This is an optimization exercise on Yosys and OpenROAD, whose aim is small area and a short achievable clock period, not a production implementation.
In this exercise RTL edits were held to simulation tests only and were not proved equivalent to the original.
Power figures rest on the tool's default switching activity, not on a simulated workload.

==> flow/design.v (excerpt) <==
module rpn_cpu_core #(
    parameter int DATA_W      = 8,
    parameter int NREG        = 32,
    parameter int ADDR_W      = 8,
    parameter int STACK_DEPTH = 4
) (
    input  logic                            clk,
    input  logic                            reset,
    input  logic                            step,
    input  logic [3:0]                      evt,
    input  logic [DATA_W-1:0]               din,
    input  logic [11+2*DATA_W+ADDR_W-1:0]   instr,
    output logic [ADDR_W-1:0]               ip,
    output logic [DATA_W-1:0]               dout,
    output logic [DATA_W-1:0]               gpo,
    output logic [DATA_W-1:0]               flags
);
    logic [7:0] regs_q [32];
    logic [255:0] rf_q;
    for (genvar i = 0; i < 32; i++) begin : g_unpack
        assign regs_q[i] = rf_q[8*i +: 8];
    end
    logic [7:0] stack_q [4];
    logic [7:0] ip_q;
    logic [2:0] sp_q;
    logic [3:0] grp;
    logic [2:0] cmd;
    logic [1:0] t1, t2;
    logic [7:0] a1, a2, addr;
    assign {grp, cmd, t1, a1, t2, a2, addr} = instr;
    logic [7:0] r1_dir, r2_dir, num1, num2, acc;
    logic [4:0] loc1, loc2;
    rpn_rdport u_r1d (.d(rf_q), .s(a1[4:0]), .q(r1_dir));
    rpn_rdport u_r2d (.d(rf_q), .s(a2[4:0]), .q(r2_dir));
    rpn_rdsel2 u_r1i (.d(rf_q), .s(r1_dir[4:0]), .en(t1 == 2'd2),
                      .alt_a((t1 == 2'd1) ? r1_dir : regs_q[0]),
  ...
Size in the first run: about 1800 cells after synthesis, roughly 300 flip-flops, about 82 I/O pins, roughly 19000 sq um of cells after synthesis.
Settings: LEC_CHECK=0, CAP_MARGIN=20, CELL_PAD_IN_SITES_DETAIL_PLACEMENT=1, CORE_MARGIN=2, CORE_UTILIZATION=35, CTS_BUF_LIST=sky130_fd_sc_hd__clkbuf_8, CTS_CLUSTER_DIAMETER=80, CTS_CLUSTER_SIZE=16, PLACE_DENSITY=0.5, SETUP_SLACK_MARGIN=3.0, SLEW_MARGIN=20; clock period 13.0 ns.
standard.sh (not shown) runs the stock make flow with config.mk's settings and CLKGATE_MAP_FILE= SYNTH_SCRIPT=/design/flow/synth_recipe.tcl, a recipe that flattens the netlist after the stock synthesis.
==> flow/flow/run.sh <==
#!/bin/bash
# Standard ORFS layout, except that:
# - each register-file read port (modules rpn_rdport, rpn_rdsel, rpn_rdsel2) is synthesised
#   from a hand-mapped cell netlist (flow/rdport_map.v: a one-hot AND-OR of a222oi cells)
#   instead of Yosys/ABC's mapping; all registers and the rest of the design go through the
#   standard synthesis unchanged;
# - the port buffers are buf_1 cells (resized later where timing needs it).
set -euo pipefail
python3 flow/subst.py design.v flow/rdport_map.v design_mapped.v > subst.log 2>&1
bash standard.sh VERILOG_FILES="$PWD/design_mapped.v" \
    "BUFFER_PORTS_ARGS=-buffer_cell sky130_fd_sc_hd__buf_1" finish > standard.log 2>&1
Other scripts of this flow, unchanged in this note and not shown: flow/flow/rdport_map.v, flow/flow/subst.py
Next try:
--- a/flow/config.mk
+++ b/flow/config.mk
@@ -16 +16 @@
-export SETUP_SLACK_MARGIN = 3.0
+export SETUP_SLACK_MARGIN = 2.0
Effect: The new run ran to the end with no violations; total power falls by 5.2%; die area is unchanged; combinational power shrinks by about 10%; hold slack barely changes; area after synthesis stays the same; maximum frequency decreases by 8.4%; non-clock buffer count goes down by 55; global-route usage is lower by 0.19 points; clock skew came out lower by 3.7 ps.
Next try:
==> flow/flow/run.sh (replaced) <==
#!/bin/bash
# Standard ORFS layout, except that each register-file read port (module rpn_rdport) is
# synthesised from a hand-mapped cell netlist (flow/rdport_map.v, a one-hot AND-OR of a222oi
# cells) instead of Yosys/ABC's mapping. All registers and the rest of the design go through
# the standard synthesis unchanged.
set -euo pipefail
python3 flow/subst.py design.v flow/rdport_map.v design_mapped.v > subst.log 2>&1
bash standard.sh VERILOG_FILES="$PWD/design_mapped.v" finish > standard.log 2>&1
==> flow/config.mk (replaced) <==
export PLATFORM = sky130hd
export DESIGN_NAME = rpn_cpu_core
export DESIGN_NICKNAME = rpn_cpu_core
export VERILOG_FILES = /design/flow/design.v
export SDC_FILE = /design/flow/constraint.sdc
export NUM_CORES = 4
export LEC_CHECK = 0
export CAP_MARGIN = 20
export CORE_MARGIN = 2
export CORE_UTILIZATION = 45
export SETUP_SLACK_MARGIN = 2.5
export SLEW_MARGIN = 20
Outcome:
- total power rose by 12%
- wire length drops by about 4.3%
- clock skew increases by 4.1 ps
- synthesized cell count is unchanged
- via count goes up by about 2%
- hold slack loses 22 ps
- utilization grows by 14 points

========
Setup of exp/raven:
Starting RTL as in the previous note.
export LEC_CHECK = 0
export CAP_MARGIN = 20
export CELL_PAD_IN_SITES_DETAIL_PLACEMENT = 1
export CORE_MARGIN = 2
export CORE_UTILIZATION = 35
export CTS_BUF_LIST = sky130_fd_sc_hd__clkbuf_8
export CTS_CLUSTER_DIAMETER = 80
export CTS_CLUSTER_SIZE = 16
export GPL_TIMING_DRIVEN = 0
export PLACE_DENSITY = 0.5
export SETUP_SLACK_MARGIN = 2.5
export SLEW_MARGIN = 20
create_clock -name core_clock -period 13.0 [get_ports {clk}]
==> flow/flow/run.sh <==
#!/bin/bash
# Standard ORFS layout, except that:
# - each register-file read port (modules rpn_rdport, rpn_rdsel, rpn_rdsel2) is synthesised
#   from a hand-mapped cell netlist (flow/rdport_map.v: a one-hot AND-OR of a222oi cells)
#   instead of Yosys/ABC's mapping; all registers and the rest of the design go through the
#   standard synthesis unchanged;
# - the port buffers are buf_1 cells (resized later where timing needs it).
set -euo pipefail
python3 flow/subst.py design.v flow/rdport_map.v design_mapped.v > subst.log 2>&1
bash standard.sh VERILOG_FILES="$PWD/design_mapped.v" \
    "BUFFER_PORTS_ARGS=-buffer_cell sky130_fd_sc_hd__buf_1" finish > standard.log 2>&1
Other scripts of this flow, unchanged in this note and not shown: flow/flow/rdport_map.v, flow/flow/subst.py
exp/raven: flow completed, timing, DRC and antenna clean
Here is what was changed in the inputs of exp/nickel compared with exp/raven.
diff --git a/flow/config.mk b/flow/config.mk
--- a/flow/config.mk
+++ b/flow/config.mk
@@ -12,5 +12,2 @@
 export CTS_BUF_LIST = sky130_fd_sc_hd__clkbuf_8
-export CTS_CLUSTER_DIAMETER = 80
-export CTS_CLUSTER_SIZE = 16
-export GPL_TIMING_DRIVEN = 0
 export PLACE_DENSITY = 0.5
Results
- Die area: exp/raven vs exp/nickel — no meaningful difference
- Quantity of gates resized following cts of exp/nickel falls short of that of exp/raven by more than half.
- Tightest slew margin relative to the limit in exp/nickel is 1.7 points below exp/raven.
- Taking exp/raven as the reference point, the hold slack of exp/nickel falls by 0.0087 ns.
- Comparing exp/raven and exp/nickel, the higher average vias per placed instance was measured on exp/nickel.
### exp/nickel -> exp/willow
diff --git a/flow/config.mk b/flow/config.mk
--- a/flow/config.mk
+++ b/flow/config.mk
@@ -7,3 +7,3 @@
 export LEC_CHECK = 0
-export CAP_MARGIN = 20
+export CAP_MARGIN = 10
 export CELL_PAD_IN_SITES_DETAIL_PLACEMENT = 1
@@ -12,4 +12,6 @@
 export CTS_BUF_LIST = sky130_fd_sc_hd__clkbuf_8
+export CTS_CLUSTER_DIAMETER = 80
+export CTS_CLUSTER_SIZE = 16
 export PLACE_DENSITY = 0.5
 export SETUP_SLACK_MARGIN = 2.5
-export SLEW_MARGIN = 20
+export SLEW_MARGIN = 10
Notes after the runs:
Global routing usage summed across all routing layers for exp/willow is lower than for exp/nickel. exp/willow completed; timing, DRC and antenna clean. Per the comparison of exp/willow with exp/nickel, clock power now smaller; maximum clock frequency comparable; final worst slack now larger; met1 global-route usage now smaller; met1 routed wirelength after detailed routing now larger.
The following lists how exp/ember was set up differently from exp/willow:
diff --git a/flow/config.mk b/flow/config.mk
--- a/flow/config.mk
+++ b/flow/config.mk
@@ -7,6 +7,6 @@
 export LEC_CHECK = 0
-export CAP_MARGIN = 10
+export CAP_MARGIN = 20
 export CELL_PAD_IN_SITES_DETAIL_PLACEMENT = 1
 export CORE_MARGIN = 2
-export CORE_UTILIZATION = 35
+export CORE_UTILIZATION = 38
 export CTS_BUF_LIST = sky130_fd_sc_hd__clkbuf_8
@@ -14,4 +14,4 @@
 export CTS_CLUSTER_SIZE = 16
-export PLACE_DENSITY = 0.5
+export PLACE_DENSITY = 0.56
 export SETUP_SLACK_MARGIN = 2.5
-export SLEW_MARGIN = 10
+export SLEW_MARGIN = 20
==> results.txt <==
exp/willow has a lower via total after detailed routing than exp/ember. Critical path endpoint: rf_q[79]$_DFFE_PP_ -> exp/willow, rf_q[71]$_DFFE_PP_ -> exp/ember. Compared with exp/willow, exp/ember shows a count of buffer and inverter cells on the critical path that is 1 higher. In the flow results for exp/ember and exp/willow, the post-detailed-route wirelength per cell is smaller on exp/ember. Summary of exp/ember over exp/willow: buffer count from post-CTS setup fixing lost 1, worst setup margin lost 0.041 ns.
What exp/harbor does differently from exp/ember at the input level:
diff --git a/flow/config.mk b/flow/config.mk
--- a/flow/config.mk
+++ b/flow/config.mk
@@ -10,7 +10,7 @@
 export CORE_MARGIN = 2
-export CORE_UTILIZATION = 38
-export CTS_BUF_LIST = sky130_fd_sc_hd__clkbuf_8
-export CTS_CLUSTER_DIAMETER = 80
-export CTS_CLUSTER_SIZE = 16
-export PLACE_DENSITY = 0.56
+export CORE_UTILIZATION = 35
+export CTS_BUF_LIST = sky130_fd_sc_hd__clkbuf_16
+export CTS_CLUSTER_DIAMETER = 100
+export CTS_CLUSTER_SIZE = 24
+export PLACE_DENSITY = 0.5
 export SETUP_SLACK_MARGIN = 2.5
==> results.txt <==
Across exp/ember and exp/harbor, the outcome is the same: a clean finish for every run. | number of iterations in the first detailed-routing pass | exp/harbor vs exp/ember | 2 lower |. In exp/harbor relative to exp/ember, die span in y had gone up by a few percent. Going from exp/ember to exp/harbor, final instance area grows by about 1.6%. The overall via count from detail_route of exp/harbor was superior to that of exp/ember.
Setup changes, exp/harbor to exp/pepper
diff --git a/flow/config.mk b/flow/config.mk
--- a/flow/config.mk
+++ b/flow/config.mk
@@ -11,5 +11,5 @@
 export CORE_UTILIZATION = 35
-export CTS_BUF_LIST = sky130_fd_sc_hd__clkbuf_16
-export CTS_CLUSTER_DIAMETER = 100
-export CTS_CLUSTER_SIZE = 24
+export CTS_BUF_LIST = sky130_fd_sc_hd__clkbuf_8
+export CTS_CLUSTER_DIAMETER = 80
+export CTS_CLUSTER_SIZE = 16
 export PLACE_DENSITY = 0.5
Findings:
- Compared exp/harbor against exp/pepper; global-route usage within noise.
- Looking at utilization, exp/pepper sits 0.65 points below exp/harbor.
- On routed wire length, exp/pepper tracks exp/harbor almost exactly.
- exp/harbor → exp/pepper: count of clock-buffer cells in the layout moved up; final worst slack moved down.
- Of the two values seen for capture point of the worst path, rf_q[23]$_DFFE_PP_ was produced by exp/pepper and rf_q[87]$_DFFE_PP_ by exp/harbor.

separate check: timing with driven ports:
Ports are ideal in the flow. The routed layouts listed here were re-timed in OpenROAD.
Step 1 assumes that a clkbuf_16 drives the clock port and a buf_2 every other input.
Step 2 also shifts input and output timing later by t, the mid clock arrival at the registers, as if the neighbouring blocks saw the same clock.
Slacks: ideal / step 1 / step 2; pairs: ideal / step 1.
run | t, ns | setup WS [ns] | worst setup path at the end | worst slew at a driven data input, ns
the first run of note 1 | 0.714 | 2.792 / 2.723 / 2.009 | input to register | 0.14
the second run of note 1 | 0.714 | 1.858 / 1.792 / 1.077 | input to register | 0.12
the third run of note 1 | 0.611 | 2.400 / 2.435 / 1.824 | input to register | 0.12
exp/raven | 0.692 | 2.371 / 2.407 / 1.715 | input to register | 0.11
exp/nickel | 0.706 | 2.415 / 2.384 / 1.678 | input to register | 0.11
exp/willow | 0.710 | 2.439 / 2.393 / 1.683 | input to register | 0.12
exp/ember | 0.711 | 2.398 / 2.413 / 1.702 | input to register | 0.09
exp/harbor | 0.615 | 2.452 / 2.425 / 1.811 | input to register | 0.11
exp/pepper | 0.714 | 2.346 / 2.315 / 1.601 | input to register | 0.12
After both steps setup and hold are still met in every run listed. The setup slack of the first run of note 1, which loses most, moves by -0.069 ns with the drivers and by -0.783 ns with both steps.
